Background: an optimization exercise with open tools, aiming at small area. Do not read the settings as production practice. In this exercise RTL edits were held to simulation tests only and were not proved equivalent to the original. Power is estimated from default activity; no workload was simulated.

===== design/flow/design.v =====
module rf_ao22 #(parameter int W = 1) (
   input  logic [W-1:0] a1, a2, b1, b2,
   output logic [W-1:0] y
);
   assign y = (a1 & a2) | (b1 & b2);
endmodule
module rf_aoi222 #(parameter int W = 1) (
   input  logic [W-1:0] a1, a2, b1, b2, c1, c2,
   output logic [W-1:0] y
);
   assign y = ~((a1 & a2) | (b1 & b2) | (c1 & c2));
endmodule
module rf_aoi22 #(parameter int W = 1) (
   input  logic [W-1:0] a1, a2, b1, b2,
   output logic [W-1:0] y
);
   assign y = ~((a1 & a2) | (b1 & b2));
endmodule
module rf_nand4 #(parameter int W = 1) (
   input  logic [W-1:0] a, b, c, d,
   output logic [W-1:0] y
);
   assign y = ~(a & b & c & d);
endmodule
module rf_nand3 #(parameter int W = 1) (
   input  logic [W-1:0] a, b, c,
   output logic [W-1:0] y
);
   assign y = ~(a & b & c);
endmodule
module rf_or3 #(parameter int W = 1) (
   input  logic [W-1:0] a, b, c,
   output logic [W-1:0] y
);
   assign y = a | b | c;
endmodule
module rf_rdport #(parameter int N = 32) (
   input  logic [31:1]       sel,
   input  logic [31:1][N-1:0] r,
   input  logic              hold,
   input  logic [N-1:0]      q,
   output logic [N-1:0]      y
);
   logic [10:0][N-1:0] t;
   logic [N-1:0] u0, u1, u2;
   for (genvar k = 0; k < 10; k++) begin : g_t
      rf_aoi222 #(N) u_t (
         .a1({N{sel[3*k+1]}}), .a2(r[3*k+1]),
         .b1({N{sel[3*k+2]}}), .b2(r[3*k+2]),
         .c1({N{sel[3*k+3]}}), .c2(r[3*k+3]),
         .y(t[k]));
   end
   rf_aoi22 #(N) u_t10 (.a1({N{sel[31]}}), .a2(r[31]), .b1({N{hold}}), .b2(q), .y(t[10]));
   rf_nand4 #(N) u_u0 (.a(t[0]), .b(t[1]), .c(t[2]), .d(t[3]), .y(u0));
   rf_nand4 #(N) u_u1 (.a(t[4]), .b(t[5]), .c(t[6]), .d(t[7]), .y(u1));
   rf_nand3 #(N) u_u2 (.a(t[8]), .b(t[9]), .c(t[10]), .y(u2));
   rf_or3   #(N) u_y  (.a(u0), .b(u1), .c(u2), .y(y));
endmodule
module rtype_regfile_wb #(
   parameter int N = 32
) (
   input  logic              clk,
   input  logic              rst,
   input  logic              instr_valid,
   output logic              instr_ready,
   input  logic [31:0]       instruction_R,
   output logic [N-1:0]      Read_data1_R,
   output logic [N-1:0]      Read_data2_R,
   output logic              op_valid,
   input  logic [N-1:0]      ALUResult_R,
   output logic              wb_en,
   output logic [4:0]        wb_addr,
   output logic [N-1:0]      wb_data,
   output logic              illegal
);
   localparam logic [6:0] OP_RTYPE = 7'b0110011;
   logic [31:1][N-1:0] regs_q;
   logic [31:1][N-1:0] regs_d;
   logic [31:1]  written_q;
   logic [N-1:0] rd1_q, rd1_d;
   logic [N-1:0] rd2_q, rd2_d;
   logic         op_valid_q;
   logic         illegal_q;
   logic [4:0]   rd_q;
   logic [4:0]   rs1, rs2, rd;
   logic [6:0]   opcode;
   logic         legal, pend_wr, hazard, ready, accept, load;
   logic [31:1]  we, sel1, sel2;
   assign rs1    = instruction_R[19:15];
   assign rs2    = instruction_R[24:20];
   assign rd     = instruction_R[11:7];
   assign opcode = instruction_R[6:0];
   assign legal  = (opcode == OP_RTYPE);
   assign pend_wr = op_valid_q && (rd_q != 5'd0);
   assign hazard  = instr_valid && pend_wr && ((rs1 == rd_q) || (rs2 == rd_q));
   assign ready   = !rst && !hazard;
   assign accept  = instr_valid && ready;
   assign load    = accept && legal;
   always_comb begin
      for (int i = 1; i < 32; i++) begin
         we[i]   = pend_wr && (rd_q == 5'(i));
         sel1[i] = load && written_q[i] && (rs1 == 5'(i));
         sel2[i] = load && written_q[i] && (rs2 == 5'(i));
      end
   end
   rf_rdport #(N) u_rd1 (.sel(sel1), .r(regs_q), .hold(!load), .q(rd1_q), .y(rd1_d));
   rf_rdport #(N) u_rd2 (.sel(sel2), .r(regs_q), .hold(!load), .q(rd2_q), .y(rd2_d));
   for (genvar i = 1; i < 32; i++) begin : g_reg
      rf_ao22 #(N) u_wr (.a1({N{we[i]}}), .a2(ALUResult_R), .b1({N{!we[i]}}), .b2(regs_q[i]),
                         .y(regs_d[i]));
      always_ff @(posedge clk) regs_q[i] <= regs_d[i];
   end
   always_ff @(posedge clk or posedge rst) begin
      if (rst) begin
         written_q  <= '0;
         rd1_q      <= '0;
         rd2_q      <= '0;
         rd_q       <= '0;
         op_valid_q <= 1'b0;
         illegal_q  <= 1'b0;
      end else begin
         written_q  <= written_q | we;
         rd1_q      <= rd1_d;
         rd2_q      <= rd2_d;
         if (accept) rd_q <= rd;
         op_valid_q <= accept && legal;
         illegal_q  <= accept && !legal;
      end
   end
   assign instr_ready  = ready;
   assign Read_data1_R = rd1_q;
   assign Read_data2_R = rd2_q;
   assign op_valid     = op_valid_q;
   assign illegal      = illegal_q;
   assign wb_en        = pend_wr;
   assign wb_addr      = op_valid_q ? rd_q : 5'd0;
   assign wb_data      = op_valid_q ? ALUResult_R : '0;
endmodule

===== design/flow/run.sh =====
#!/bin/bash
# synth_recipe.tcl (not shown) runs the flow's synth.tcl, then flattens the netlist and writes it again
# the make line also repeats each setting of config.mk as NAME=value (left out here)
make -C /OpenROAD-flow-scripts/flow DESIGN_CONFIG=/design/flow/config.mk WORK_HOME=/design/flow/orfs CLKGATE_MAP_FILE= SYNTH_SCRIPT=/design/flow/synth_recipe.tcl finish

===== design/flow/config.mk =====
export PLATFORM = sky130hd
export DESIGN_NAME = rtype_regfile_wb
export DESIGN_NICKNAME = rtype_regfile_wb
export VERILOG_FILES = /design/flow/design.v
export SDC_FILE = /design/flow/constraint.sdc
export NUM_CORES = 4
export LEC_CHECK = 0
export CAP_MARGIN = 20
export CORE_MARGIN = 2
export CORE_UTILIZATION = 40
export SLEW_MARGIN = 20
export SYNTH_HIERARCHICAL = 1
export SYNTH_MINIMUM_KEEP_SIZE = 0

===== design/flow/constraint.sdc =====
create_clock -name core_clock -period 5.0 [get_ports {clk}]
set_input_delay 1.0000 -clock core_clock [delete_from_list [all_inputs] [get_ports {clk}]]
set_output_delay 1.0000 -clock core_clock [all_outputs]
set_load 0.01 [all_outputs]

==> metrics.yaml, run 1 <==
die:
  start_util_pct: 40.4
  die_y_um: 328
  fp.dieArea_um2: 107000
  row_count: 118
  pin_count: 172
  fp.coreArea_um2: 104000
  die_w_um: 328
run_status:
  outcome: "complete, no violations"
drt:
  first_iter_violations: 9927
  ant_nets: 0
  dr.pass1.iters: 13
  route.vias.total: 40800
  drt-total-wl_mm: 194
  routed_via_density: 7.63
  wire_per_inst_um: 36.4
  drc: 0
worst_setup_path:
  r2r-start: "rd_q[3]$_DFFE_PP0P_"
  rrSetupSlack_ns: 0.88
  critPathKind: "in -> reg"
  r2r-end: "rd2_q[14]$_DFF_PP0_"
  path_delay_family: "simple AND/OR/NAND/NOR gates"
  worstPathRequired_ns: 5.63
  ff2ff_path_depth: 10
  cp_cell_sequence: "clkdlybuf4s50_1, xor2_1, nor3_1, a32oi_2, o211ai_4, buf_12, nor4_2, buf_4, a222oi_1, nand4_1, or3_1"
  cpPeakStageDelay_ns: 1.03
  cp_data_arrival_time_ns: 4.87
  crit_path_start_kind: "primary input"
  path_buf_inv: 3
  cp-end-kind: "flip-flop"
  worstPathMaxFanout: 22
  cp-startpoint: "instruction_R[19]"
  cp_slowest_cell: "nor4_2"
clock_tree:
  cts_setup_buffers: 0
  insertion_delay_ns: 0.71
  cts-root-buf: "clkbuf_16"
  path_clk_slew_ns: 0.06
  h-tree-depth: 3
  cts_buffer_depth: 3
  cts_tree: "done"
  cts_hold_buf: 0
  cts_resized: 0
  cts_buffers: 113
  cts_sinks: 1094
placed_design:
  dp.final_hpwl_mm: 115
  numPortBuffers: 161
  gp_congestion: 0.923
  placedCellCount: 5124
timing:
  fin_crit_sh_pct: 84.7
  fin_crit_ns: 4.23
  fmax_mhz: 236
  setup_viol: 0
  tightest_slew_ns: 1.25
  finalHoldViolations: 0
  slew_headroom_pct: 16.0
  final-max-slew-violation-count: 0
  grt_setup_unrepaired: "false"
  worst_clock_skew_ns: 0.0241
  fin_tns_setup_ns: 0
hold_path:
  whs_path_depth: 1
  hold_path.class: "reg -> reg"
  worstHoldStart: "written_q[3]$_DFF_PP0_"
  min_to: "written_q[3]$_DFF_PP0_"
global_route:
  grt_busiest_layer: "met1"
  grt_pass1_vias: 37900
  grt_use_total_pct: 34.5
  grt_max_degree: 55
  grt_first_pass_wirelength_mm: 274
  gr-total-overflow: 0
  met2_usage_pct: 47.3
  use_met3_pct: 9.80
  grt_antenna_before_repair: 3
  met1_usage_pct: 47.5
synthesis:
  synth-seq-cells: 1094
  postSynthAreaPerCell_um2: 12.3
  ys_warn_count: 7
  syn_inst: 3407
  synth-seq-area-share_pct: 53.5
  yosysUniqueCellTypes: 34
  syn-num-nets: 3474
  syn_area_um2: 41900
finish:
  drive_gt1_share_pct: 14.4
  final_cells: 5347
  fin_util_pct: 49.8
  finalNetCount: 3927
  nFillCells: 9302
  syn2layout_area_growth_pct: 23.1
pwr:
  seqPwrFrac_pct: 48.6
  p_sw_share_pct: 22.5
  p_int_mw: 14.0
  p_leak_nw: 19.4
  p_sw_mw: 4.08
  p_comb_share_pct: 2.5
  clock_power_share_pct: 48.9
  ir_worst_vdd_uv: 282
  cellPowerDensity_nw_per_um2: 351
flow_run:
  cap_violations: 0
[worst max path at each step]
stage / to / depth (start not counted)
2_1_floorplan: rd1_q[30]$_DFF_PP0_ / 9
3_3_place_gp: rd2_q[27]$_DFF_PP0_ / 11
3_5_place_dp: rd1_q[29]$_DFF_PP0_ / 11
4_1_cts: rd1_q[29]$_DFF_PP0_ / 11
5_1_grt: rd2_q[14]$_DFF_PP0_ / 11
6_report: rd2_q[14]$_DFF_PP0_ / 11
[synthesized netlist by cell type]
| cell | count | area share [%] |
|---|---|---|
| a21oi_1 | 1 | 0.012 |
| a222oi_1 | 640 | 15 |
| a22o_1 | 992 | 21 |
| a22oi_2 | 64 | 1.9 |
| a32oi_2 | 1 | 0.039 |
| and2_1 | 37 | 0.55 |
| buf_1 | 8 | 0.072 |
| buf_4 | 2 | 0.036 |
| buf_6 | 8 | 0.22 |
| clkbuf_1 | 17 | 0.15 |
| dfrtp_1 | 102 | 6.1 |
| dfxtp_1 | 992 | 47 |
| inv_1 | 39 | 0.35 |
| mux2_2 | 2 | 0.054 |
| nand2_1 | 71 | 0.64 |
| nand2b_1 | 71 | 1.1 |
| nand3_1 | 65 | 0.78 |
| nand4_1 | 128 | 1.9 |
| nand4bb_1 | 1 | 0.027 |
| nor2_1 | 10 | 0.090 |
| nor2_4 | 1 | 0.027 |
| nor2b_1 | 3 | 0.045 |
| nor3_1 | 4 | 0.048 |
| nor3_2 | 1 | 0.024 |
| nor4_1 | 53 | 0.79 |
| nor4_2 | 9 | 0.27 |
| o211ai_4 | 1 | 0.051 |
| o21ai_0 | 1 | 0.012 |
| o21ai_1 | 2 | 0.024 |
| o2bb2ai_1 | 3 | 0.063 |
| or2_2 | 4 | 0.060 |
| or3_1 | 64 | 0.96 |
| xnor2_1 | 2 | 0.042 |
| xor2_1 | 8 | 0.17 |
[through the flow]
step	cell area, um2	hold WS, ns	total power [mW]	setup WS (ns)
final	51600	0.491	18.1	0.766
after global routing	51600	0.509	18.5	0.767
after CTS	51500	0.493	18.2	0.923
after detailed placement	47600	0.475	9.43	0.214
after global placement	47600	0.473	9.43	0.233
after floorplan	41900	0.457	9.10	-0.122
[per-layer routing]
layer	routed length (um)	part of all wire [%]
met4	13100	6.7
met1	75400	39
met3	28000	14
met5	17	0.0087
met2	77900	40
[power groups by stage]
| stage | Combinational (mW) | Clock [mW] | Sequential (mW) |
|---|---|---|---|
| final | 0.446 | 8.85 | 8.81 |
| after floorplan | 0.129 | 0 | 8.97 |
| after global routing | 0.464 | 9.26 | 8.80 |
| after global placement | 0.441 | 0 | 8.99 |
| after CTS | 0.443 | 8.91 | 8.80 |
| after detailed placement | 0.441 | 0 | 8.99 |
[placed cells by master, fill, tap and decap left out, drive strengths merged, types with 62 or more instances in the layout]
| cell type | n |
|---|---|
| a22oi | 64 |
| clkdlybuf4s50 | 161 |
| buf | 212 |
| nand2b | 71 |
| or3 | 64 |
| dfrtp | 102 |
| a222oi | 640 |
| nand3 | 65 |
| clkbuf | 167 |
| dfxtp | 992 |
| nor4 | 62 |
| nand2 | 71 |
| nand4 | 128 |
| a22o | 992 |
[cell families (layout without fill, tap and decap cells)]
kind of cell              Yosys count  count (layout)  share of synthesized area, %
buffers and inverters              74             627                         0.824
muxes                               2               2                        0.0538
DFF                              1094            1094                          53.5
other                               0               7                             0
and+or+nand+nor                   522             522                          7.27
AOI/OAI and AO/OA                1705            1705                          38.1
xor gates and xnor gates           10              10                         0.209
[state kept, by name, indices dropped and copies added (netlist names)]
name	count
op_valid_q	1
rd_q	5
rd2_q	32
regs_q	992
rd1_q	32
written_q	31
illegal_q	1
[final cells by class]
class | instances | area, um2 | share of cell area [%]
clock inverters | 48 | 528 | 1.02
clock buffers | 167 | 3400 | 6.60
multi-input cells | 2239 | 19700 | 38.1
well taps | 1380 | 1730 | 3.35
repair buffers | 373 | 3660 | 7.10
inverters | 39 | 149 | 0.289
diodes | 7 | 17.5 | 0.0340
flip-flops and latches | 1094 | 22400 | 43.5
==> run 2: changes to the inputs <==
==> design/flow/flow/run.sh (new file) <==
#!/bin/bash
# Own layout flow: the standard flow (standard.sh) with three changes that only affect how
# the layout is built:
#  - the port buffers are the smallest buffer cell (buf_1) instead of ORFS's default choice;
#  - clock tree synthesis inserts no dummy loads;
#  - after global routing, non-critical gates are downsized (ORFS's RECOVER_POWER step).
# Each tool's full output goes to ORFS's own logs under orfs/logs; make's output to make.log.
set -euo pipefail
export BUFFER_PORTS_ARGS="-buffer_cell sky130_fd_sc_hd__buf_1"
export CTS_ARGS="-sink_clustering_enable -repair_clock_nets -dont_use_dummy_load"
export RECOVER_POWER=100
bash standard.sh > make.log 2>&1
==> design/flow/standard.sh (new file) <==
#!/bin/bash
# synth_recipe.tcl (not shown) runs the flow's synth.tcl, then flattens the netlist and writes it again
# the make line also repeats each setting of config.mk as NAME=value (left out here)
make -C /OpenROAD-flow-scripts/flow DESIGN_CONFIG=/design/flow/config.mk WORK_HOME=/design/flow/orfs CLKGATE_MAP_FILE= SYNTH_SCRIPT=/design/flow/synth_recipe.tcl "${@:-finish}"
removed: design/flow/run.sh
==> run 2 against run 1 <==
Effect of this change:
- the layout now fails its checks (capacitance limit, slew limit)
- register-to-register slack got worse by 0.51 ns
- synthesized cell count unchanged
- final cell count decreased by 2.7%
- clock skew increased by 0.056 ns
- largest cell class unchanged
- critical path type is now reg -> reg
==> metrics.yaml, run 2 <==
global_route:
  grt_max_degree: 51
  gr-total-overflow: 0
  grt_use_total_pct: 34.1
  grt_antenna_before_repair: 5
  grt_first_pass_wirelength_mm: 270
  grt_pass1_vias: 37000
clock_tree:
  cts_buffer_depth: 3
  insertion_delay_ns: 0.71
  cts_resized: 0
  h-tree-depth: 3
  cts-root-buf: "clkbuf_16"
  path_clk_slew_ns: 0.06
  cts_tree: "done"
  cts_setup_buffers: 0
  cts_buffers: 114
  cts_hold_buf: 0
  cts_sinks: 1094
synthesis:
  yosysUniqueCellTypes: 34
  synth_edf_count: 0
  synth-adder-area-share_pct: 0
  synth-xor-area-share_pct: 0.209
  synth-seq-area-share_pct: 53.5
  synth_compound_area_share_pct: 38.1
  postSynthAreaPerCell_um2: 12.3
  syn_inst: 3407
  synth_top_family_by_area: "compound AO/OA/AOI/OAI gates"
  syn_area_um2: 41900
  syn-num-nets: 3474
  synth_area_leader_cell: "dfxtp_1"
  ys_warn_count: 7
  yosysTopAreaCellShare_pct: 47.4
  synthSimpleGateAreaFrac_pct: 7.27
  async_flop_share_pct: 9.32
  synthTopCellsByCount: "992 x a22o_1, 992 x dfxtp_1, 640 x a222oi_1"
  synth-seq-cells: 1094
  synth.area.mux_share_pct: 0.0538
  synthTopCellsByArea: "dfxtp_1 47%, a22o_1 21%, a222oi_1 15%, dfrtp_1 6.1%, a22oi_2 1.9%"
  synthFlopType: "dfxtp_1"
worst_setup_path:
  worstPathMaxFanout: 42
  critPathKind: "reg -> reg"
  cp_data_arrival_time_ns: 5.17
  path_delay_family: "compound AO/OA/AOI/OAI gates"
  worstPathRequired_ns: 5.54
  cp-end-kind: "flip-flop"
  cpPeakStageDelay_ns: 0.78
  cp_cell_sequence: "xor2_1, nor3_1, a32oi_2, o211ai_1, buf_12, nor4_2, clkbuf_2, a222oi_1, nand4_1, or3_1"
  crit_path_start_kind: "flip-flop"
  cp_slowest_cell: "clkbuf_2"
  path_buf_inv: 2
finish:
  final_cells: 5201
  top_regs: "regs_q (992), rd1_q (32), rd2_q (32)"
  largest-register: "regs_q"
  finalNetCount: 3883
  syn2layout_area_growth_pct: 16.3
  largest_register_ffs: 992
  drive_gt1_share_pct: 11.1
  layout_common_cells: "992 x a22o_1, 992 x dfxtp_1, 640 x a222oi_1, 130 x buf_1, 128 x nand4_1"
timing:
  setup_viol: 0
  slew_headroom_pct: -97.7
  final-max-slew-violation-count: 997
  worst_clock_skew_ns: 0.0804
  fin_crit_ns: 4.63
  setup_ws_ns: 0.368
  finalHoldViolations: 0
  grt_setup_unrepaired: "false"
  fin_crit_sh_pct: 92.6
  fmax_mhz: 216
  worst_hold_slack_ns: 0.494
  tightest_slew_ns: 2.97
  fin_tns_setup_ns: 0
die:
  start_util_pct: 40.4
  pin_count: 172
  die_w_um: 328
  fp.coreArea_um2: 104000
  die_y_um: 328
  row_count: 118
  fp.dieArea_um2: 107000
drt:
  first_iter_violations: 10200
  dr.pass1.iters: 12
  drt-total-wl_mm: 194
  ant_nets: 0
  wire_per_inst_um: 37.2
  route.vias.total: 40600
  routed_via_density: 7.80
  drc: 0
placed_design:
  dp.final_hpwl_mm: 110
  placedCellCount: 5079
  gp_congestion: 0.967
  place_ws_ns: 0.504
  numPortBuffers: 161
pwr:
  cellPowerDensity_nw_per_um2: 338
  ir_worst_vdd_uv: 290
  p_leak_nw: 18.1
run_status:
  violations: "capacitance limit, slew limit"
  outcome: "failed layout checks"
flow_run:
  cap_violations: 33
hold_path:
  hold_path.class: "reg -> reg"
==> run 2: final timing paths <==
check,from,to,slack (ns),cells past startpoint
worst max-delay path,rd_q[4]$_DFFE_PP0P_,rd2_q[12]$_DFF_PP0_,0.37,10
max in group asynchronous,rst,written_q[4]$_DFF_PP0_,1.35,3
worst max register to register,rd_q[4]$_DFFE_PP0P_,rd2_q[12]$_DFF_PP0_,0.37,10
worst min register to register,written_q[21]$_DFF_PP0_,written_q[21]$_DFF_PP0_,0.49,1
worst min-delay path,written_q[21]$_DFF_PP0_,written_q[21]$_DFF_PP0_,0.49,1
min in group asynchronous,rst,illegal_q$_DFF_PP0_,0.83,2
==> run 2: per-layer routing <==
metal / part of all wire (%) / GRT usage, % / vias to the layer above / routed length, um
met5: 0.0067 / 0 / - / 13
met4: 5.6 / 17.7 / 2 / 10800
met3: 15 / 9.05 / 537 / 28200
met2: 40 / 46.4 / 3731 / 77000
met1: 40 / 49.0 / 20000 / 77700
li1: - / - / 16300 / -
==> run 2: per-stage QoR <==
stage / utilization (%) / power (mW) / area [um2]
final: 47.0 / 16.5 / 48700
after global routing: 47.0 / 16.8 / 48700
after CTS: 47.2 / 16.5 / 48900
after detailed placement: 44.4 / 9.38 / 46100
after global placement: 44.4 / 9.38 / 46100
after floorplan: - / 9.10 / 41900
==> run 2: cell type report <==
type | instances | area (um2)
inverters | 39 | 148
multi-input cells | 2239 | 19600
diodes | 7 | 17.5
flip-flops and latches | 1094 | 22400
well taps | 1380 | 1730
clock buffers | 114 | 2850
fillers | 9550 | 54900
repair buffers | 328 | 1950
==> run 2: cell families (layout without fill, tap and decap cells) <==
kind of cell	after synthesis	after routing
other cells	0	7
compound gates	1705	1705
simple gates	522	522
xor+xnor	10	10
flops	1094	1094
buf+inv	74	481
mux	2	2
==> run 2: report_power, final <==
group / switching (mW) / total (mW) / internal [mW]
clock network: 3.32 / 7.28 / 3.96
logic: 0.306 / 0.391 / 0.0841
registers: 0.0420 / 8.81 / 8.77
==> run 3: changes to the inputs <==
==> design/flow/flow/run.sh (replaced) <==
#!/bin/bash
# Own layout flow: the standard flow (standard.sh) with changes that only affect how the
# layout is built:
#  - after floorplan, combinational cells that synthesis sized up go back to their _1 variant
#    (downsize.tcl); placement's repair sizes up again where a load needs it;
#  - the port buffers are the smallest buffer cell (buf_1) instead of ORFS's default choice;
#  - clock tree synthesis uses clkbuf_4 leaf clusters of at most 8 sinks within 45 um and
#    inserts no dummy loads.
# Each tool's full output goes to ORFS's own logs under orfs/logs; make's output to make.log.
set -euo pipefail
export POST_FLOORPLAN_TCL="$PWD/flow/downsize.tcl"
export BUFFER_PORTS_ARGS="-buffer_cell sky130_fd_sc_hd__buf_1"
export CTS_ARGS="-sink_clustering_enable -repair_clock_nets -dont_use_dummy_load -buf_list sky130_fd_sc_hd__clkbuf_4 -sink_clustering_size 8 -sink_clustering_max_diameter 45"
bash standard.sh > make.log 2>&1
==> design/flow/flow/downsize.tcl (new file) <==
# Swap every combinational cell that synthesis sized up for its smallest drive strength
# (the _1 variant of the same function and pins); placement's repair steps then size up
# again only the cells whose loads need it.
set n 0
set db [ord::get_db]
foreach inst [[ord::get_db_block] getInsts] {
  set m [[$inst getMaster] getName]
  if { [regexp {^(sky130_fd_sc_hd__([a-z0-9]+))_([0-9]+)$} $m -> base fn size] } {
    if { $size > 1 && ![string match "df*" $fn] && ![string match "*buf*" $fn] && ![string match "clk*" $fn] } {
      set small [$db findMaster ${base}_1]
      if { $small ne "NULL" } {
        $inst swapMaster $small
        incr n
      }
    }
  }
}
puts "downsize.tcl: swapped $n cells to their _1 variant"
--- a/design/flow/config.mk
+++ b/design/flow/config.mk
@@ -8,5 +8,5 @@
 export CAP_MARGIN = 20
 export CORE_MARGIN = 2
-export CORE_UTILIZATION = 40
+export CORE_UTILIZATION = 60
 export SLEW_MARGIN = 20
 export SYNTH_HIERARCHICAL = 1
==> run 3 against run 2 <==
Effect of this change:
- now clean on timing, DRC and antenna
- utilization is 20 points higher
- flip-flop and latch count unchanged
- final cell count shrank 7.4%
- count of clock-buffer cells in the layout grew 46
- combinational power down 4%
- synthesized cell count did not move
- die area shrank 33%
- register-to-register slack gained 0.50 ns
- first-iteration DRC count grew 19%
- critical path depth unchanged
- largest power group unchanged
==> metrics.yaml, run 3 <==
pwr:
  ir_worst_vdd_uv: 221
  cellPowerDensity_nw_per_um2: 295
  power_mw: 13.6
  p_leak_nw: 17.4
timing:
  fin_tns_setup_ns: 0
  slew_headroom_pct: 23.7
  finalHoldViolations: 0
  final-max-slew-violation-count: 0
  fin_crit_ns: 4.14
  fmax_mhz: 242
  grt_setup_unrepaired: "false"
  setup_viol: 0
  fin_crit_sh_pct: 82.7
  worst_clock_skew_ns: 0.131
  tightest_slew_ns: 1.14
worst_setup_path:
  cp_data_arrival_time_ns: 5.12
  crit_path_start_kind: "flip-flop"
  cpPeakStageDelay_ns: 0.97
  cp-end-kind: "flip-flop"
  worstPathMaxFanout: 26
  worstPathRequired_ns: 5.99
  cp_cell_sequence: "xor2_1, nor3_1, a32oi_1, o211ai_1, buf_12, nor4_2, buf_4, a222oi_1, nand4_1, or3_1"
  critPathKind: "reg -> reg"
  cp_slowest_cell: "nor4_2"
drt:
  drc: 0
  wire_per_inst_um: 39.6
  first_iter_violations: 12100
  drt-total-wl_mm: 191
  route.vias.total: 43000
  routed_via_density: 8.92
  dr.pass1.iters: 16
  ant_nets: 0
placed_design:
  gp_congestion: 0.978
  dp.final_hpwl_mm: 109
  placedCellCount: 4643
  postPlaceCellArea_um2: 44900
  numPortBuffers: 161
synthesis:
  yosysTopAreaCellShare_pct: 47.4
  synth_edf_count: 0
  synth-seq-cells: 1094
  synthTopCellsByArea: "dfxtp_1 47%, a22o_1 21%, a222oi_1 15%, dfrtp_1 6.1%, a22oi_2 1.9%"
  async_flop_share_pct: 9.32
  synth_area_leader_cell: "dfxtp_1"
  ys_warn_count: 7
  syn_area_um2: 41900
  syn-num-nets: 3474
  synthTopCellsByCount: "992 x a22o_1, 992 x dfxtp_1, 640 x a222oi_1"
  synthFlopType: "dfxtp_1"
  syn_inst: 3407
  postSynthAreaPerCell_um2: 12.3
  synth-seq-area-share_pct: 53.5
  yosysUniqueCellTypes: 34
die:
  fp.dieArea_um2: 72000
  start_util_pct: 60.9
  die_w_um: 268
  fp.coreArea_um2: 68800
  pin_count: 172
  row_count: 96
  die_y_um: 268
clock_tree:
  path_clk_slew_ns: 0.08
  cts_tree: "done"
  cts_hold_buf: 0
  cts_buffers: 160
  insertion_delay_ns: 1.12
  cts_setup_buffers: 0
  cts_resized: 0
  h-tree-depth: 4
  cts_buffer_depth: 3
  cts-root-buf: "clkbuf_4"
  cts_sinks: 1094
run_status:
  outcome: "complete, no violations"
global_route:
  grt_antenna_before_repair: 12
  grt_pass1_vias: 41100
  grt_max_degree: 72
  grt_use_total_pct: 50.8
  grt_first_pass_wirelength_mm: 269
  gr-total-overflow: 0
flow_run:
  cap_violations: 0
finish:
  drive_gt1_share_pct: 10.7
  largest-register: "regs_q"
  regArea_um2: 22400
  fin_area_um2: 46200
  finalNetCount: 3941
  largest_register_ffs: 992
  top_regs: "regs_q (992), rd1_q (32), rd2_q (32)"
  fin_util_pct: 67.1
  multi_input_area_um2: 19200
  syn2layout_area_growth_pct: 10.3
  nFillCells: 5303
  final_cells: 4817
  layout_common_cells: "992 x a22o_1, 992 x dfxtp_1, 640 x a222oi_1, 170 x buf_4, 160 x clkbuf_4"
hold_path:
  hold_path.class: "in -> reg"
-- run 3: logic make-up after synthesis --
group	share of synthesized area (%)
AOI/OAI and AO/OA	38.1
buffers and inverters	0.824
muxes	0.0538
xor gates and xnor gates	0.209
and+or+nand+nor	7.27
DFF	53.5
-- run 3: worst paths after layout --
path | start | to | slack (ns) | depth (start not counted)
max | rd_q[0]$_DFFE_PP0P_ | rd2_q[18]$_DFF_PP0_ | 0.86 | 10
min | instruction_R[10] | rd_q[3]$_DFFE_PP0P_ | 0.15 | 2
max reg2reg | rd_q[0]$_DFFE_PP0P_ | rd2_q[18]$_DFF_PP0_ | 0.86 | 10
min reg2reg | written_q[21]$_DFF_PP0_ | written_q[21]$_DFF_PP0_ | 0.50 | 1
max in group asynchronous | rst | rd2_q[12]$_DFF_PP0_ | 3.65 | 3
min in group asynchronous | rst | written_q[13]$_DFF_PP0_ | 0.17 | 2
-- run 3: worst max-delay path, delay by kind of cell, from the launching register on --
| kind | cells | cell delay, ns |
|---|---|---|
| simple gates | 4 | 1.54 |
| compound gates | 3 | 0.87 |
| buf+inv | 2 | 0.85 |
| flops | 1 | 0.62 |
| xor+xnor | 1 | 0.22 |
-- run 3: layout make-up --
type / count / area share, %
timing repair buffer: 340 / 4.49
multi-input combinational: 2239 / 41.5
inverter: 39 / 0.322
tap: 931 / 2.52
antenna: 14 / 0.0758
sequential: 1094 / 48.5
clock buffer: 160 / 2.60
-- run 3: layer usage --
metal	routed length (um)	up-vias	GRT usage, %
li1	-	16400	-
met5	227	-	2.16
met2	76400	4883	69.9
met3	33800	1067	20.5
met1	63800	20600	63.4
met4	16700	12	38.1
-- run 3: power by group --
part	total, mW	switching, mW	internal, mW
logic	0.377	0.292	0.0852
clock network	4.47	3.00	1.47
registers	8.79	0.0405	8.75
-- run 3: through the flow --
step	setup WS, ns	hold WS (ns)
6_report	0.865	0.153
5_1_grt	0.854	0.117
4_1_cts	1.08	0.135
3_5_place_dp	0.475	0.477
3_3_place_gp	0.492	0.471
2_1_floorplan	-0.122	0.457
==> run 4: changes to the inputs <==
--- a/design/flow/design.v
+++ b/design/flow/design.v
@@ -1,7 +1,7 @@
-module rf_ao22 #(parameter int W = 1) (
+module rf_oai22 #(parameter int W = 1) (
    input  logic [W-1:0] a1, a2, b1, b2,
    output logic [W-1:0] y
 );
-   assign y = (a1 & a2) | (b1 & b2);
+   assign y = ~((a1 | a2) & (b1 | b2));
 endmodule
 module rf_aoi222 #(parameter int W = 1) (
@@ -34,4 +34,28 @@
 );
    assign y = a | b | c;
+endmodule
+module rf_and3 #(parameter int W = 1) (
+   input  logic [W-1:0] a, b, c,
+   output logic [W-1:0] y
+);
+   assign y = a & b & c;
+endmodule
+module rf_and2 #(parameter int W = 1) (
+   input  logic [W-1:0] a, b,
+   output logic [W-1:0] y
+);
+   assign y = a & b;
+endmodule
+module rf_nand2 #(parameter int W = 1) (
+   input  logic [W-1:0] a, b,
+   output logic [W-1:0] y
+);
+   assign y = ~(a & b);
+endmodule
+module rf_or2 #(parameter int W = 1) (
+   input  logic [W-1:0] a, b,
+   output logic [W-1:0] y
+);
+   assign y = a | b;
 endmodule
 module rf_rdport #(parameter int N = 32) (
@@ -80,4 +104,6 @@
    logic [N-1:0] rd1_q, rd1_d;
    logic [N-1:0] rd2_q, rd2_d;
+   logic [N-1:0] wdata_enc;
+   logic         phase_q, dec1_q, dec1_d, dec2_q, dec2_d;
    logic         op_valid_q;
    logic         illegal_q;
@@ -97,16 +123,34 @@
    assign accept  = instr_valid && ready;
    assign load    = accept && legal;
+   logic [3:0]   pw_lo, pr1_lo, pr2_lo;
+   logic [7:0]   pw_hi, pr1_hi, pr2_hi;
+   logic [31:1]  nwe, written_d;
    always_comb begin
-      for (int i = 1; i < 32; i++) begin
-         we[i]   = pend_wr && (rd_q == 5'(i));
-         sel1[i] = load && written_q[i] && (rs1 == 5'(i));
-         sel2[i] = load && written_q[i] && (rs2 == 5'(i));
+      for (int k = 0; k < 4; k++) begin
+         pw_lo[k]  = op_valid_q && (rd_q[1:0] == 2'(k));
+         pr1_lo[k] = load && (rs1[1:0] == 2'(k));
+         pr2_lo[k] = load && (rs2[1:0] == 2'(k));
       end
+      for (int j = 0; j < 8; j++) begin
+         pw_hi[j]  = (rd_q[4:2] == 3'(j));
+         pr1_hi[j] = (rs1[4:2] == 3'(j));
+         pr2_hi[j] = (rs2[4:2] == 3'(j));
+      end
+   end
+   for (genvar i = 1; i < 32; i++) begin : g_dec
+      rf_and2  u_we   (.a(pw_lo[i%4]), .b(pw_hi[i/4]), .y(we[i]));
+      rf_nand2 u_nwe  (.a(pw_lo[i%4]), .b(pw_hi[i/4]), .y(nwe[i]));
+      rf_and3  u_sel1 (.a(pr1_lo[i%4]), .b(pr1_hi[i/4]), .c(written_q[i]), .y(sel1[i]));
+      rf_and3  u_sel2 (.a(pr2_lo[i%4]), .b(pr2_hi[i/4]), .c(written_q[i]), .y(sel2[i]));
+      rf_or2   u_wrt  (.a(written_q[i]), .b(we[i]), .y(written_d[i]));
    end
    rf_rdport #(N) u_rd1 (.sel(sel1), .r(regs_q), .hold(!load), .q(rd1_q), .y(rd1_d));
    rf_rdport #(N) u_rd2 (.sel(sel2), .r(regs_q), .hold(!load), .q(rd2_q), .y(rd2_d));
+   assign dec1_d = load ? (phase_q && (|sel1)) : dec1_q;
+   assign dec2_d = load ? (phase_q && (|sel2)) : dec2_q;
+   assign wdata_enc = ALUResult_R ^ {N{phase_q}};
    for (genvar i = 1; i < 32; i++) begin : g_reg
-      rf_ao22 #(N) u_wr (.a1({N{we[i]}}), .a2(ALUResult_R), .b1({N{!we[i]}}), .b2(regs_q[i]),
-                         .y(regs_d[i]));
+      rf_oai22 #(N) u_wr (.a1({N{we[i]}}), .a2(regs_q[i]), .b1({N{nwe[i]}}), .b2(wdata_enc),
+                          .y(regs_d[i]));
       always_ff @(posedge clk) regs_q[i] <= regs_d[i];
    end
@@ -114,4 +158,7 @@
       if (rst) begin
          written_q  <= '0;
+         phase_q    <= 1'b0;
+         dec1_q     <= 1'b0;
+         dec2_q     <= 1'b0;
          rd1_q      <= '0;
          rd2_q      <= '0;
@@ -120,5 +167,8 @@
          illegal_q  <= 1'b0;
       end else begin
-         written_q  <= written_q | we;
+         written_q  <= written_d;
+         phase_q    <= !phase_q;
+         dec1_q     <= dec1_d;
+         dec2_q     <= dec2_d;
          rd1_q      <= rd1_d;
          rd2_q      <= rd2_d;
@@ -129,6 +179,6 @@
    end
    assign instr_ready  = ready;
-   assign Read_data1_R = rd1_q;
-   assign Read_data2_R = rd2_q;
+   assign Read_data1_R = rd1_q ^ {N{dec1_q}};
+   assign Read_data2_R = rd2_q ^ {N{dec2_q}};
    assign op_valid     = op_valid_q;
    assign illegal      = illegal_q;
==> design/flow/flow/downsize.tcl (replaced) <==
# Swap every combinational cell that synthesis sized up for its _1 variant (same function and
# pins) when that variant is smaller; placement's repair steps then size up again only the
# cells whose loads need it.
set n 0
set db [ord::get_db]
foreach inst [[ord::get_db_block] getInsts] {
  set master [$inst getMaster]
  set m [$master getName]
  if { [regexp {^(sky130_fd_sc_hd__([a-z0-9]+))_([0-9]+)$} $m -> base fn size] } {
    if { $size > 1 && ![string match "df*" $fn] && ![string match "*buf*" $fn] && ![string match "clk*" $fn] } {
      set small [$db findMaster ${base}_1]
      if { $small ne "NULL" && [$small getWidth] < [$master getWidth] } {
        $inst swapMaster $small
        incr n
      }
    }
  }
}
puts "downsize.tcl: swapped $n cells to their smaller _1 variant"
==> run 4 against run 3 <==
Effect of this change:
- non-clock buffer count is 15 higher
- routed wire length is 4.3% lower
- area after synthesis is 3.7% lower
- cell area is 2.9% lower
- die area is 3.7% lower
- synthesized cell count is 1.8% higher
- sequential power is 0.7% higher
==> metrics.yaml, run 4 <==
run_status:
  outcome: "complete, no violations"
drt:
  first_iter_violations: 12700
  ant_nets: 0
  drt-total-wl_mm: 183
  route.vias.total: 43200
  dr.pass1.iters: 15
  wire_per_inst_um: 37.8
  routed_via_density: 8.92
  drc: 0
timing:
  fin_tns_setup_ns: 0
  setup_viol: 0
  final-max-slew-violation-count: 0
  grt_setup_unrepaired: "false"
  slew_headroom_pct: 21.7
  fmax_mhz: 208
  worst_hold_slack_ns: 0.214
  worst_clock_skew_ns: 0.105
  tightest_slew_ns: 1.17
  fin_crit_ns: 4.80
  setup_ws_ns: 0.198
  finalHoldViolations: 0
  fin_crit_sh_pct: 96.0
worst_setup_path:
  ff2ff_path_depth: 11
  cp_cell_sequence: "nor3_1, nand2_1, nand2_1, o211ai_1, nor3b_1, buf_4, and3_1, buf_4, a222oi_1, nand4_1, or3_1"
  worstPathRequired_ns: 5.92
  cp-startpoint: "rd_q[4]$_DFFE_PP0P_"
  cp_data_arrival_time_ns: 5.72
  critPathKind: "reg -> reg"
  r2r-end: "rd1_q[30]$_DFF_PP0_"
  crit_path_start_kind: "flip-flop"
  r2r-start: "rd_q[4]$_DFFE_PP0P_"
  cp-end-kind: "flip-flop"
  rrSetupSlack_ns: 0.20
  cp_slowest_cell: "nor3b_1"
  cpPeakStageDelay_ns: 0.86
  worstPathMaxFanout: 25
pwr:
  cellPowerDensity_nw_per_um2: 304
  power_mw: 13.6
  p_leak_nw: 16.9
  ir_worst_vdd_uv: 182
synthesis:
  synthTopCellsByArea: "dfxtp_1 49%, a222oi_1 16%, o22ai_1 15%, dfrtp_1 6.5%, xor2_1 2.1%"
  yosysUniqueCellTypes: 45
  synth-seq-area-share_pct: 55.8
  ys_warn_count: 7
  synthFlopType: "dfxtp_1"
  synth_edf_count: 0
  async_flop_share_pct: 9.57
  postSynthAreaPerCell_um2: 11.6
  syn_area_um2: 40300
  synthTopCellsByCount: "992 x dfxtp_1, 992 x o22ai_1, 640 x a222oi_1"
  yosysTopAreaCellShare_pct: 49.2
  syn_inst: 3469
  synth_area_leader_cell: "dfxtp_1"
  synth-seq-cells: 1097
  syn-num-nets: 3536
clock_tree:
  cts_resized: 0
  h-tree-depth: 4
  cts_buffer_depth: 3
  cts_tree: "done"
  cts_hold_buf: 0
  cts_buffers: 159
  insertion_delay_ns: 1.06
  path_clk_slew_ns: 0.10
  cts_setup_buffers: 0
  cts_sinks: 1097
  cts-root-buf: "clkbuf_4"
die:
  pin_count: 172
  die_w_um: 263
  start_util_pct: 60.4
  row_count: 95
  fp.dieArea_um2: 69300
  die_y_um: 263
  fp.coreArea_um2: 66800
finish:
  fin_area_um2: 44800
  final_cells: 4839
  layout_common_cells: "992 x o22ai_1, 992 x dfxtp_1, 640 x a222oi_1, 161 x buf_1, 159 x clkbuf_4"
  largest-register: "regs_q"
  largest_register_ffs: 992
  nFillCells: 5201
  syn2layout_area_growth_pct: 11.2
  fin_util_pct: 67.1
  top_regs: "regs_q (992), rd1_q (32), rd2_q (32)"
  drive_gt1_share_pct: 9.86
  finalNetCount: 4025
global_route:
  grt_antenna_before_repair: 2
  gr-total-overflow: 0
  grt_pass1_vias: 40900
  grt_max_degree: 66
  grt_first_pass_wirelength_mm: 261
  grt_use_total_pct: 50.1
placed_design:
  place_ws_ns: 0.332
  gp_congestion: 1.05
  postPlaceCellArea_um2: 43600
  dp.final_hpwl_mm: 102
  placedCellCount: 4670
  numPortBuffers: 161
hold_path:
  hold_path.class: "in -> async"
flow_run:
  cap_violations: 0
[run 4: worst max-delay path, delay by kind of cell (launching register included)]
kind                   cells  cell delay (ns)
flip-flops                 1             0.66
AO/OA/AOI/OAI              2             0.32
AND/OR/NAND/NOR            7             2.88
buffers and inverters      2             0.85
[run 4: final cells by class]
class,instances,area (um2),share of cell area [%]
Timing Repair Buffer,355,2520,5.63
Tap cell,873,1090,2.44
Inverter,4,17.5,0.0391
Antenna cell,10,25.0,0.0558
Multi-Input combinational cell,2341,17500,39.0
Sequential cell,1097,22500,50.2
Clock buffer,159,1190,2.66
[run 4: logic make-up (layout without fill, tap and decap cells)]
kind of cell           after synthesis  count (layout)  share of synthesized area [%]
XOR/XNOR                           106             106                           2.36
AO/OA/AOI/OAI                     1712            1712                           33.7
AND/OR/NAND/NOR                    521             521                           7.71
buffers and inverters               31             518                          0.419
other                                0              10                              0
flip-flops                        1097            1097                           55.8
multiplexers                         2               2                         0.0745
[run 4: worst max path at each step]
stage,to,slack (ns)
3_5_place_dp,rd1_q[30]$_DFF_PP0_,0.33
5_1_grt,rd1_q[23]$_DFF_PP0_,0.41
4_1_cts,rd1_q[30]$_DFF_PP0_,0.67
2_1_floorplan,rd1_q[0]$_DFF_PP0_,-0.009
6_report,rd1_q[30]$_DFF_PP0_,0.20
3_3_place_gp,rd1_q[30]$_DFF_PP0_,0.42
[run 4: where the power goes]
group | switching [mW] | internal (mW)
Combinational | 0.259 | 0.122
Sequential | 0.0597 | 8.79
Clock | 2.95 | 1.46
Total | 3.27 | 10.4
[run 4: modules after synthesis (local to each module, per instance), a selection]
module,cells,flops+latches
rf_and3,1,0
rf_or2,1,0
rtype_regfile_wb,1362,1097
rf_nand2,1,0
rf_and2,1,0
[run 4: routing by layer]
layer / track usage, % / vias up / part of all wire (%)
met5: 0.347 / - / 0
met4: 38.1 / 0 / 8.6
met3: 21.3 / 1032 / 18
met2: 69.2 / 4877 / 40
met1: 61.7 / 20500 / 33
li1: - / 16800 / -
==> run 5: changes to the inputs <==
--- a/design/flow/config.mk
+++ b/design/flow/config.mk
@@ -8,5 +8,6 @@
 export CAP_MARGIN = 20
 export CORE_MARGIN = 2
-export CORE_UTILIZATION = 60
+export CORE_UTILIZATION = 55
+export PLACE_DENSITY = 0.75
 export SLEW_MARGIN = 20
 export SYNTH_HIERARCHICAL = 1
==> run 5 against run 4 <==
Effect of this change:
- maximum frequency grew 12%
- sequential power is essentially flat
- critical path depth grew 3
- setup slack gained 0.50 ns
- combinational power grew 4%
- non-clock buffer count shrank 43
- cell area shrank 1.1%
- hold slack lost 0.17 ns
- flip-flop and latch count is the same
==> metrics.yaml, run 5 <==
finish:
  fin_util_pct: 60.9
  top_regs: "regs_q (992), rd1_q (32), rd2_q (32)"
  nFillCells: 6230
  largest-register: "regs_q"
  regArea_um2: 22500
  largest_register_ffs: 992
  finalNetCount: 3980
  multi_input_area_um2: 17600
  drive_gt1_share_pct: 10.1
  syn2layout_area_growth_pct: 9.93
  fin_area_um2: 44300
  final_cells: 4878
  layout_common_cells: "992 x o22ai_1, 992 x dfxtp_1, 640 x a222oi_1, 161 x buf_1, 157 x clkbuf_4"
flow_run:
  cap_violations: 0
global_route:
  grt_first_pass_wirelength_mm: 247
  grt_use_total_pct: 43.7
  grt_antenna_before_repair: 6
  gr-total-overflow: 0
  grt_pass1_vias: 38400
  grt_max_degree: 57
timing:
  final-max-slew-violation-count: 0
  worst_clock_skew_ns: 0.0940
  fin_crit_ns: 4.30
  grt_setup_unrepaired: "false"
  setup_viol: 0
  slew_headroom_pct: 15.3
  tightest_slew_ns: 1.27
  setup_ws_ns: 0.696
  worst_hold_slack_ns: 0.0464
  fin_tns_setup_ns: 0
  fmax_mhz: 232
  fin_crit_sh_pct: 86.1
  finalHoldViolations: 0
synthesis:
  synthTopCellsByCount: "992 x dfxtp_1, 992 x o22ai_1, 640 x a222oi_1"
  yosysTopAreaCellShare_pct: 49.2
  ys_warn_count: 7
  syn_area_um2: 40300
  synth-seq-cells: 1097
  synth_area_leader_cell: "dfxtp_1"
  yosysUniqueCellTypes: 45
  postSynthAreaPerCell_um2: 11.6
  synth_edf_count: 0
  syn-num-nets: 3536
  syn_inst: 3469
  synthFlopType: "dfxtp_1"
  synthTopCellsByArea: "dfxtp_1 49%, a222oi_1 16%, o22ai_1 15%, dfrtp_1 6.5%, xor2_1 2.1%"
  async_flop_share_pct: 9.57
  synth-seq-area-share_pct: 55.8
worst_setup_path:
  cp-end-kind: "flip-flop"
  cpPeakStageDelay_ns: 1.03
  cp-startpoint: "rd_q[3]$_DFFE_PP0P_"
  cp_cell_sequence: "buf_4, xnor2_1, nand3_1, o32a_1, o211ai_1, buf_4, nor3b_1, buf_4, and3_2, nor4_1, nand4_1, o2111ai_1, a21oi_1, a21o_1"
  worstPathRequired_ns: 5.97
  cpMostUsedCell: "buf_4"
  r2r-start: "rd_q[3]$_DFFE_PP0P_"
  cp_slowest_cell: "and3_2"
  crit_path_start_kind: "flip-flop"
  worstPathMaxFanout: 33
  critPathKind: "reg -> reg"
  cp_data_arrival_time_ns: 5.28
  ff2ff_path_depth: 14
clock_tree:
  cts_sinks: 1097
  insertion_delay_ns: 1.12
  h-tree-depth: 4
  cts_tree: "done"
  path_clk_slew_ns: 0.11
  cts-root-buf: "clkbuf_4"
  cts_resized: 0
  cts_buffers: 157
  cts_hold_buf: 0
  cts_setup_buffers: 0
  cts_buffer_depth: 3
pwr:
  p_leak_nw: 16.5
  ir_worst_vdd_uv: 168
  cellPowerDensity_nw_per_um2: 307
  power_mw: 13.6
run_status:
  outcome: "complete, no violations"
placed_design:
  postPlaceCellArea_um2: 43100
  numPortBuffers: 161
  place_ws_ns: 0.304
  dp.final_hpwl_mm: 97.7
  placedCellCount: 4713
  gp_congestion: 0.969
drt:
  routed_via_density: 8.56
  wire_per_inst_um: 35.6
  drc: 0
  dr.pass1.iters: 17
  first_iter_violations: 12900
  drt-total-wl_mm: 174
  route.vias.total: 41700
  ant_nets: 0
die:
  start_util_pct: 55.4
  fp.coreArea_um2: 72800
  die_y_um: 275
  row_count: 99
  die_w_um: 275
  pin_count: 172
  fp.dieArea_um2: 75500
hold_path:
  hold_path.class: "in -> async"
==> run 5: cells by family after synthesis <==
family | after synthesis | share of synthesized area, %
AO/OA/AOI/OAI | 1712 | 33.7
XOR/XNOR | 106 | 2.36
buffers and inverters | 31 | 0.419
flip-flops | 1097 | 55.8
multiplexers | 2 | 0.0745
AND/OR/NAND/NOR | 521 | 7.71
==> run 5: layer usage <==
layer  share of wire [%]  global-route usage (%)  up-vias
met5               0.017                   0.627        -
met4                 8.3                    31.9        4
met3                  18                    17.8      869
met2                  39                    59.2     4465
met1                  34                    55.9    19700
li1                    -                       -    16700
==> run 5: critical path, delay by kind of cell (launching register included) <==
kind | cells | cell delay (ns)
AO/OA/AOI/OAI | 5 | 0.74
XOR/XNOR | 1 | 0.13
flip-flops | 1 | 0.45
buffers and inverters | 3 | 0.71
AND/OR/NAND/NOR | 5 | 2.19
==> run 5: final timing paths <==
path,endpoint,slack [ns]
worst max-delay path,dec2_q$_DFFE_PP0P_,0.70
worst min-delay path,written_q[12]$_DFF_PP0_,0.05
worst max register to register,dec2_q$_DFFE_PP0P_,0.70
worst min register to register,regs_q[566]$_DFF_P_,0.48
max in group asynchronous,phase_q$_DFF_PP0_,3.46
min in group core_clock,rd_q[3]$_DFFE_PP0P_,0.18
==> run 5: final cells by class <==
type / count / share of cell area [%]
Sequential cell: 1097 / 50.7
Timing Repair Buffer: 312 / 4.20
Inverter: 4 / 0.0395
Multi-Input combinational cell: 2341 / 39.6
Clock buffer: 157 / 2.66
Tap cell: 959 / 2.71
Antenna cell: 8 / 0.0452
==> run 5: power breakdown <==
part	internal [mW]	total, mW	switching (mW)	leakage [nW]
registers	8.79	8.83	0.0423	10.5
logic	0.126	0.395	0.269	5.26
clock network	1.44	4.37	2.93	0.722
total	10.4	13.6	3.24	16.5
==> run 5: modules after synthesis, one instance, submodules excluded, excerpt <==
module | cells inside | flops+latches | cell area (um2)
rf_and2 | 1 | 0 | 6.26
rf_and3 | 1 | 0 | 6.26
rtype_regfile_wb | 1362 | 1097 | 24500
rf_nand2 | 1 | 0 | 3.75
rf_or2 | 1 | 0 | 6.26
==> run 6: changes to the inputs <==
--- a/design/flow/config.mk
+++ b/design/flow/config.mk
@@ -9,5 +9,5 @@
 export CORE_MARGIN = 2
 export CORE_UTILIZATION = 55
-export PLACE_DENSITY = 0.75
+export PLACE_DENSITY = 0.8
 export SLEW_MARGIN = 20
 export SYNTH_HIERARCHICAL = 1
==> run 6 against run 5 <==
Effect of this change:
- die area stayed put
- setup slack worse by 0.42 ns
- critical path type unchanged
- global-route usage is 0.85 points lower
- combinational power is 5.1% lower
- via count is 1.6% higher
- largest power group unchanged
- flip-flop and latch count stayed put
- routed wire length is 2.2% lower
- non-clock buffer count is 31 higher
- register-to-register slack worse by 0.42 ns
- first-iteration DRC count is 3.8% higher
- clock power hardly changed
- area after synthesis stayed put
==> metrics.yaml, run 6 <==
run_status:
  outcome: "complete, no violations"
drt:
  first_iter_violations: 13400
  drt-total-wl_mm: 170
  wl_met2_mm: 65.3
  ant_nets: 0
  wl_met3_mm: 33.6
  wire_per_inst_um: 34.6
  dr.pass1.iters: 14
  met1_length_mm: 56.3
  route.vias.total: 42400
  routed.top_layer: "met5"
  drc: 0
  routed_via_density: 8.64
finish:
  drive_gt1_share_pct: 9.77
  syn2layout_area_growth_pct: 10.5
  largest-register: "regs_q"
  regArea_um2: 22500
  top_regs: "regs_q (992), rd1_q (32), rd2_q (32)"
  largest_register_ffs: 992
  multi_input_area_um2: 17500
  nFillCells: 6007
  layout_common_cells: "992 x o22ai_1, 992 x dfxtp_1, 640 x a222oi_1, 169 x buf_4, 161 x buf_1"
  finalNetCount: 4010
  final_cells: 4908
  fin_area_um2: 44500
  fin_util_pct: 61.2
placed_design:
  dp.final_hpwl_mm: 97.4
  place_ws_ns: 0.308
  numPortBuffers: 161
  gp_congestion: 0.996
  postPlaceCellArea_um2: 43400
  placedCellCount: 4744
timing:
  setup_ws_ns: 0.280
  final-max-slew-violation-count: 0
  grt_setup_unrepaired: "false"
  setup_viol: 0
  slew_headroom_pct: 18.1
  fin_crit_ns: 4.72
  finalHoldViolations: 0
  tightest_slew_ns: 1.23
  fin_crit_sh_pct: 94.4
  fin_tns_setup_ns: 0
  worst_clock_skew_ns: 0.0913
  fmax_mhz: 212
worst_setup_path:
  cp-end-kind: "flip-flop"
  critPathKind: "reg -> reg"
  crit_path_start_kind: "flip-flop"
  worstPathRequired_ns: 5.97
  cp_data_arrival_time_ns: 5.69
  worstPathMaxFanout: 33
synthesis:
  syn_area_um2: 40300
  postSynthAreaPerCell_um2: 11.6
  syn-num-nets: 3536
  yosysTopAreaCellShare_pct: 49.2
  synthFlopType: "dfxtp_1"
  synthTopCellsByCount: "992 x dfxtp_1, 992 x o22ai_1, 640 x a222oi_1"
  synth-seq-area-share_pct: 55.8
  ys_warn_count: 7
  syn_inst: 3469
  synthTopCellsByArea: "dfxtp_1 49%, a222oi_1 16%, o22ai_1 15%, dfrtp_1 6.5%, xor2_1 2.1%"
  synth-seq-cells: 1097
  yosysUniqueCellTypes: 45
  synth_edf_count: 0
  async_flop_share_pct: 9.57
  synth_area_leader_cell: "dfxtp_1"
die:
  die_y_um: 275
  start_util_pct: 55.4
  fp.dieArea_um2: 75500
  pin_count: 172
  fp.coreArea_um2: 72800
  row_count: 99
  die_w_um: 275
global_route:
  grt_use_total_pct: 42.9
  grt_pass1_vias: 39100
  grt_first_pass_wirelength_mm: 243
  gr-total-overflow: 0
  grt_max_degree: 65
  grt_antenna_before_repair: 5
pwr:
  ir_worst_vdd_uv: 188
  cellPowerDensity_nw_per_um2: 305
  p_leak_nw: 16.7
clock_tree:
  path_clk_slew_ns: 0.10
  cts_buffers: 156
  insertion_delay_ns: 1.11
  cts_sinks: 1097
  cts_setup_buffers: 0
  cts_tree: "done"
  cts_buffer_depth: 3
  h-tree-depth: 4
  cts_resized: 0
  cts_hold_buf: 0
  cts-root-buf: "clkbuf_4"
hold_path:
  hold_path.class: "in -> async"
flow_run:
  cap_violations: 0
run 6: cell counts after synthesis:
Identical to the previous run, type by type.
run 6: metrics by stage:
| step | hold WS [ns] | power (mW) |
|---|---|---|
| after floorplan | 0.439 | 9.28 |
| after global placement | 0.454 | 9.40 |
| after detailed placement | 0.460 | 9.41 |
| after CTS | 0.0385 | 13.5 |
| after global routing | 0.0760 | 13.9 |
| final | 0.0734 | 13.6 |
run 6: layout make-up:
cell class / count / share of cell area, %
Sequential cell: 1097 / 50.5
Multi-Input combinational cell: 2341 / 39.3
Timing Repair Buffer: 343 / 4.79
Tap cell: 959 / 2.69
Clock buffer: 156 / 2.63
Antenna cell: 8 / 0.0449
Inverter: 4 / 0.0393
run 6: cells by family (layout without fill, tap and decap cells):
kind of cell           Yosys count  after routing  synth area share [%]
other                            0              8                     0
AO/OA/AOI/OAI                 1712           1712                  33.7
AND/OR/NAND/NOR                521            521                  7.71
XOR/XNOR                       106            106                  2.36
multiplexers                     2              2                0.0745
flip-flops                    1097           1097                  55.8
buffers and inverters           31            503                 0.419
run 6: worst max-delay path, stage by stage (launching register included):
cell,delay (ns)
dfrtp_1,0.66
nor3_1,0.49
nand2_1,0.10
nand2_1,0.15
o211ai_1,0.14
buf_4,0.24
nor3_1,0.91
and3_2,1.12
a222oi_1,0.30
nand4_1,0.34
or3_1,0.18
run 6: Yosys stat by module (local to each module, per instance), a selection:
| module | cells | flops+latches |
|---|---|---|
| rf_and3 | 1 | 0 |
| rf_nand2 | 1 | 0 |
| rf_or2 | 1 | 0 |
| rtype_regfile_wb | 1362 | 1097 |
| rf_and2 | 1 | 0 |
run 6: layer usage:
| layer | up-vias | track usage, % |
|---|---|---|
| li1 | 16700 | - |
| met1 | 19800 | 55.5 |
| met2 | 4880 | 56.6 |
| met3 | 1062 | 18.8 |
| met4 | 2 | 30.5 |
| met5 | - | 0 |
run 6: power breakdown:
group	internal (mW)	switching [mW]	leakage, nW	total [mW]
combinational	0.122	0.253	5.44	0.375
sequential	8.79	0.0580	10.5	8.85
clock	1.43	2.93	0.718	4.36
total	10.3	3.24	16.7	13.6
run 6: final timing paths:
kind                                startpoint                      end  slack (ns)  cells past startpoint
min in group core_clock      instruction_R[10]      rd_q[3]$_DFFE_PP0P_        0.20                      2
max in group asynchronous                  rst      rd2_q[28]$_DFF_PP0_        3.47                      3
hold reg to reg            regs_q[381]$_DFF_P_      regs_q[381]$_DFF_P_        0.49                      1
setup / recovery           rd_q[4]$_DFFE_PP0P_      rd1_q[31]$_DFF_PP0_        0.28                     10
hold / removal                             rst  written_q[14]$_DFF_PP0_        0.07                      2
setup reg to reg           rd_q[4]$_DFFE_PP0P_      rd1_q[31]$_DFF_PP0_        0.28                     10
==> run 7: changes to the inputs <==
--- a/design/flow/design.v
+++ b/design/flow/design.v
@@ -29,9 +29,9 @@
    assign y = ~(a & b & c);
 endmodule
-module rf_or3 #(parameter int W = 1) (
+module rf_nor3 #(parameter int W = 1) (
    input  logic [W-1:0] a, b, c,
    output logic [W-1:0] y
 );
-   assign y = a | b | c;
+   assign y = ~(a | b | c);
 endmodule
 module rf_and3 #(parameter int W = 1) (
@@ -79,5 +79,5 @@
    rf_nand4 #(N) u_u1 (.a(t[4]), .b(t[5]), .c(t[6]), .d(t[7]), .y(u1));
    rf_nand3 #(N) u_u2 (.a(t[8]), .b(t[9]), .c(t[10]), .y(u2));
-   rf_or3   #(N) u_y  (.a(u0), .b(u1), .c(u2), .y(y));
+   rf_nor3  #(N) u_y  (.a(u0), .b(u1), .c(u2), .y(y));
 endmodule
 module rtype_regfile_wb #(
@@ -147,6 +147,6 @@
    rf_rdport #(N) u_rd1 (.sel(sel1), .r(regs_q), .hold(!load), .q(rd1_q), .y(rd1_d));
    rf_rdport #(N) u_rd2 (.sel(sel2), .r(regs_q), .hold(!load), .q(rd2_q), .y(rd2_d));
-   assign dec1_d = load ? (phase_q && (|sel1)) : dec1_q;
-   assign dec2_d = load ? (phase_q && (|sel2)) : dec2_q;
+   assign dec1_d = load ? !(phase_q && (|sel1)) : !dec1_q;
+   assign dec2_d = load ? !(phase_q && (|sel2)) : !dec2_q;
    assign wdata_enc = ALUResult_R ^ {N{phase_q}};
    for (genvar i = 1; i < 32; i++) begin : g_reg
--- a/design/flow/config.mk
+++ b/design/flow/config.mk
@@ -9,5 +9,5 @@
 export CORE_MARGIN = 2
 export CORE_UTILIZATION = 55
-export PLACE_DENSITY = 0.8
+export PLACE_DENSITY = 0.75
 export SLEW_MARGIN = 20
 export SYNTH_HIERARCHICAL = 1
==> run 7 against run 6 <==
Effect of this change:
- maximum frequency rose by 7.4%
- final cell count fell by 0.86%
- global-route usage rose by 2.3 points
- clock skew fell by 0.017 ns
- largest cell class unchanged
==> metrics.yaml, run 7 <==
synthesis:
  synth.area.mux_share_pct: 0.0740
  synth_area_leader_cell: "dfxtp_1"
  async_flop_share_pct: 9.57
  synth_edf_count: 0
  synth-seq-area-share_pct: 55.4
  synthTopCellsByCount: "992 x dfxtp_1, 992 x o22ai_1, 640 x a222oi_1"
  synthFlopType: "dfxtp_1"
  postSynthAreaPerCell_um2: 11.7
  syn-num-nets: 3536
  synth_compound_area_share_pct: 33.5
  synth-xor-area-share_pct: 2.34
  synthTopCellsByArea: "dfxtp_1 49%, a222oi_1 16%, o22ai_1 15%, dfrtp_1 6.5%, xor2_1 2.1%"
  synth-seq-cells: 1097
  syn_inst: 3469
  synth-adder-area-share_pct: 0
  yosysUniqueCellTypes: 44
  yosysTopAreaCellShare_pct: 49.0
  syn_area_um2: 40600
  synthSimpleGateAreaFrac_pct: 8.26
  synth_top_family_by_area: "compound AO/OA/AOI/OAI gates"
  ys_warn_count: 7
timing:
  fin_tns_setup_ns: 0
  fin_crit_ns: 4.40
  tightest_slew_ns: 1.29
  fin_crit_sh_pct: 87.9
  fmax_mhz: 227
  setup_viol: 0
  worst_clock_skew_ns: 0.0747
  slew_headroom_pct: 14.0
  final-max-slew-violation-count: 0
  finalHoldViolations: 0
  grt_setup_unrepaired: "false"
die:
  pin_count: 172
  die_w_um: 276
  start_util_pct: 55.6
  fp.coreArea_um2: 73000
  row_count: 99
  fp.dieArea_um2: 75900
  die_y_um: 276
global_route:
  grt_use_total_pct: 45.2
  grt_antenna_before_repair: 4
  grt_max_degree: 66
  grt_first_pass_wirelength_mm: 253
  grt_pass1_vias: 39900
  gr-total-overflow: 0
drt:
  wire_per_inst_um: 36.8
  dr.pass1.iters: 22
  ant_nets: 0
  route.vias.total: 42500
  drt-total-wl_mm: 179
  drc: 0
  first_iter_violations: 12600
  routed_via_density: 8.73
clock_tree:
  cts_sinks: 1097
  cts_tree: "done"
  h-tree-depth: 4
  cts_buffers: 157
  insertion_delay_ns: 1.10
  cts_resized: 0
  cts_buffer_depth: 3
  cts_setup_buffers: 0
  path_clk_slew_ns: 0.09
  cts-root-buf: "clkbuf_4"
worst_setup_path:
  cp_data_arrival_time_ns: 5.37
  r2r-start: "rd_q[3]$_DFFE_PP0P_"
  critPathKind: "reg -> reg"
  worstPathRequired_ns: 5.98
  rrSetupSlack_ns: 0.60
  worstPathMaxFanout: 21
  ff2ff_path_depth: 11
  cp-end-kind: "flip-flop"
  crit_path_start_kind: "flip-flop"
  r2r-end: "rd2_q[28]$_DFF_PP0_"
hold_path:
  hold_path.class: "in -> reg"
  whs_path_depth: 2
  min_to: "rd_q[3]$_DFFE_PP0P_"
  worstHoldStart: "instruction_R[10]"
finish:
  largest-register: "regs_q"
  drive_gt1_share_pct: 10.2
  layout_common_cells: "992 x o22ai_1, 992 x dfxtp_1, 640 x a222oi_1, 161 x buf_1, 157 x clkbuf_4"
  finalNetCount: 3969
  top_regs: "regs_q (992), rd1_q (32), rd2_q (32)"
  syn2layout_area_growth_pct: 8.85
  largest_register_ffs: 992
  fin_util_pct: 60.5
placed_design:
  dp.final_hpwl_mm: 95.4
  gp_congestion: 0.997
  numPortBuffers: 161
pwr:
  cellPowerDensity_nw_per_um2: 312
  ir_worst_vdd_uv: 203
  p_leak_nw: 16.1
flow_run:
  cap_violations: 0
run_status:
  outcome: "complete, no violations"
[run 7: changes by cell type after synthesis, sizes merged]
cell   previous run  this run
a21o              3         1
a21oi             3         5
nor3              8        72
or3              64         0
[run 7: worst max-delay path by stage]
| stage | start | depth (start not counted) | slack (ns) | end |
|---|---|---|---|---|
| after floorplan | instruction_R[17] | 11 | 0.0007 | dec1_q$_DFF_PP0_ |
| after global placement | instruction_R[17] | 11 | 0.26 | dec1_q$_DFF_PP0_ |
| after detailed placement | instruction_R[19] | 11 | 0.11 | dec1_q$_DFF_PP0_ |
| after CTS | rd_q[3]$_DFFE_PP0P_ | 11 | 0.67 | dec1_q$_DFF_PP0_ |
| after global routing | rd_q[3]$_DFFE_PP0P_ | 9 | 0.55 | rd2_q[24]$_DFF_PP0_ |
| final | rd_q[3]$_DFFE_PP0P_ | 11 | 0.60 | rd2_q[28]$_DFF_PP0_ |
[run 7: cell families after synthesis]
group,count (synthesis)
flip-flops,1097
AO/OA/AOI/OAI,1712
multiplexers,2
XOR/XNOR,106
AND/OR/NAND/NOR,521
buffers and inverters,31
[run 7: area by class of cell]
class                           instances  area [um2]
Sequential cell                      1097       22500
Tap cell                              959        1200
Timing Repair Buffer                  301        1750
Fill cell                            6179       28800
Multi-Input combinational cell       2341       17500
Clock buffer                          157        1180
Inverter                                4        17.5
Antenna cell                            7        17.5
[run 7: stage by stage]
step,worst slack [ns],instance area (um2),instances,hold slack (ns),total power [mW]
finish,0.604,44200,4866,0.111,13.8
global route,0.553,44100,4864,0.135,14.2
CTS,0.667,44100,4859,0.0745,13.7
detailed placement,0.112,42900,4701,0.457,9.59
global placement,0.264,42900,4701,0.453,9.58
floorplan,0.000726,40600,3469,0.439,9.41
[run 7: report_power, final]
part,switching [mW],total [mW],internal [mW]
logic,0.338,0.513,0.175
clock network,2.94,4.38,1.44
registers,0.0894,8.90,8.81
[run 7: timing repair]
item | CTS | global route
endpoints found under the setup margin | 0 | 0
hold endpoints to repair | 13 | 0
hold buffers | 1 | 0
[run 7: per-module statistics from Yosys, one instance, submodules excluded, excerpt]
module / cells / flops+latches / copies in the design
rtype_regfile_wb: 1362 / 1097 / 1
rf_and2: 1 / 0 / 31
rf_and3: 1 / 0 / 62
rf_or2: 1 / 0 / 31
rf_nand2: 1 / 0 / 31
[run 7: worst max-delay path, cell delays in order (launching register included)]
cell and delay (ns):
dfrtp_1 0.57, nor3_1 0.43, nand2_1 0.09, nand2_1 0.13
o211ai_1 0.27, nor3b_1 0.82, buf_4 0.28, and3_2 0.82
buf_4 0.38, a222oi_1 0.11, nand4_1 0.28, nor3_1 0.08
[run 7: per-layer routing]
metal	global-route usage (%)	vias up	wire, um
met3	21.8	1096	33500
met5	1.38	-	181
li1	-	16600	-
met1	56.0	20000	60600
met4	32.2	6	14500
met2	60.9	4726	70500

separate check: timing with driven ports:
No port has a modelled driver above. Below, the same layouts with a new extraction and two added sets of constraints.
Step 1, drivers: a clkbuf_16 drives clk and a buf_2 each remaining input, both assumed.
Step 2 also shifts input and output timing later by t, the mid clock arrival at the registers, as if the neighbouring blocks saw the same clock.
Three values: no drivers, after step 1, after step 2; two values: the first two.
run | t, ns | setup WS [ns] | worst setup path at the end | latest minus earliest clock arrival (ns) | worst data-port slew with drivers (ns)
run 1 | 0.768 | 0.766 / 0.798 / 0.030 | input to register | 0.024 / 0.025 | 0.05
run 2 | 0.733 | 0.368 / 0.368 / -0.288 | input to register | 0.082 / 0.082 | 0.07
run 3 | 1.123 | 0.865 / 0.865 / 0.204 | input to register | 0.138 / 0.137 | 0.07
run 4 | 1.071 | 0.198 / 0.198 / 0.030 | input to register | 0.105 / 0.105 | 0.05
run 5 | 1.139 | 0.696 / 0.696 / 0.037 | input to register | 0.103 / 0.103 | 0.04
run 6 | 1.123 | 0.280 / 0.280 / -0.087 | input to register | 0.093 / 0.093 | 0.05
run 7 | 1.131 | 0.604 / 0.604 / -0.215 | input to register | 0.092 / 0.092 | 0.04
The setup slack of run 7, which loses most, moves by 0.000 ns with the drivers and by -0.819 ns with both steps.
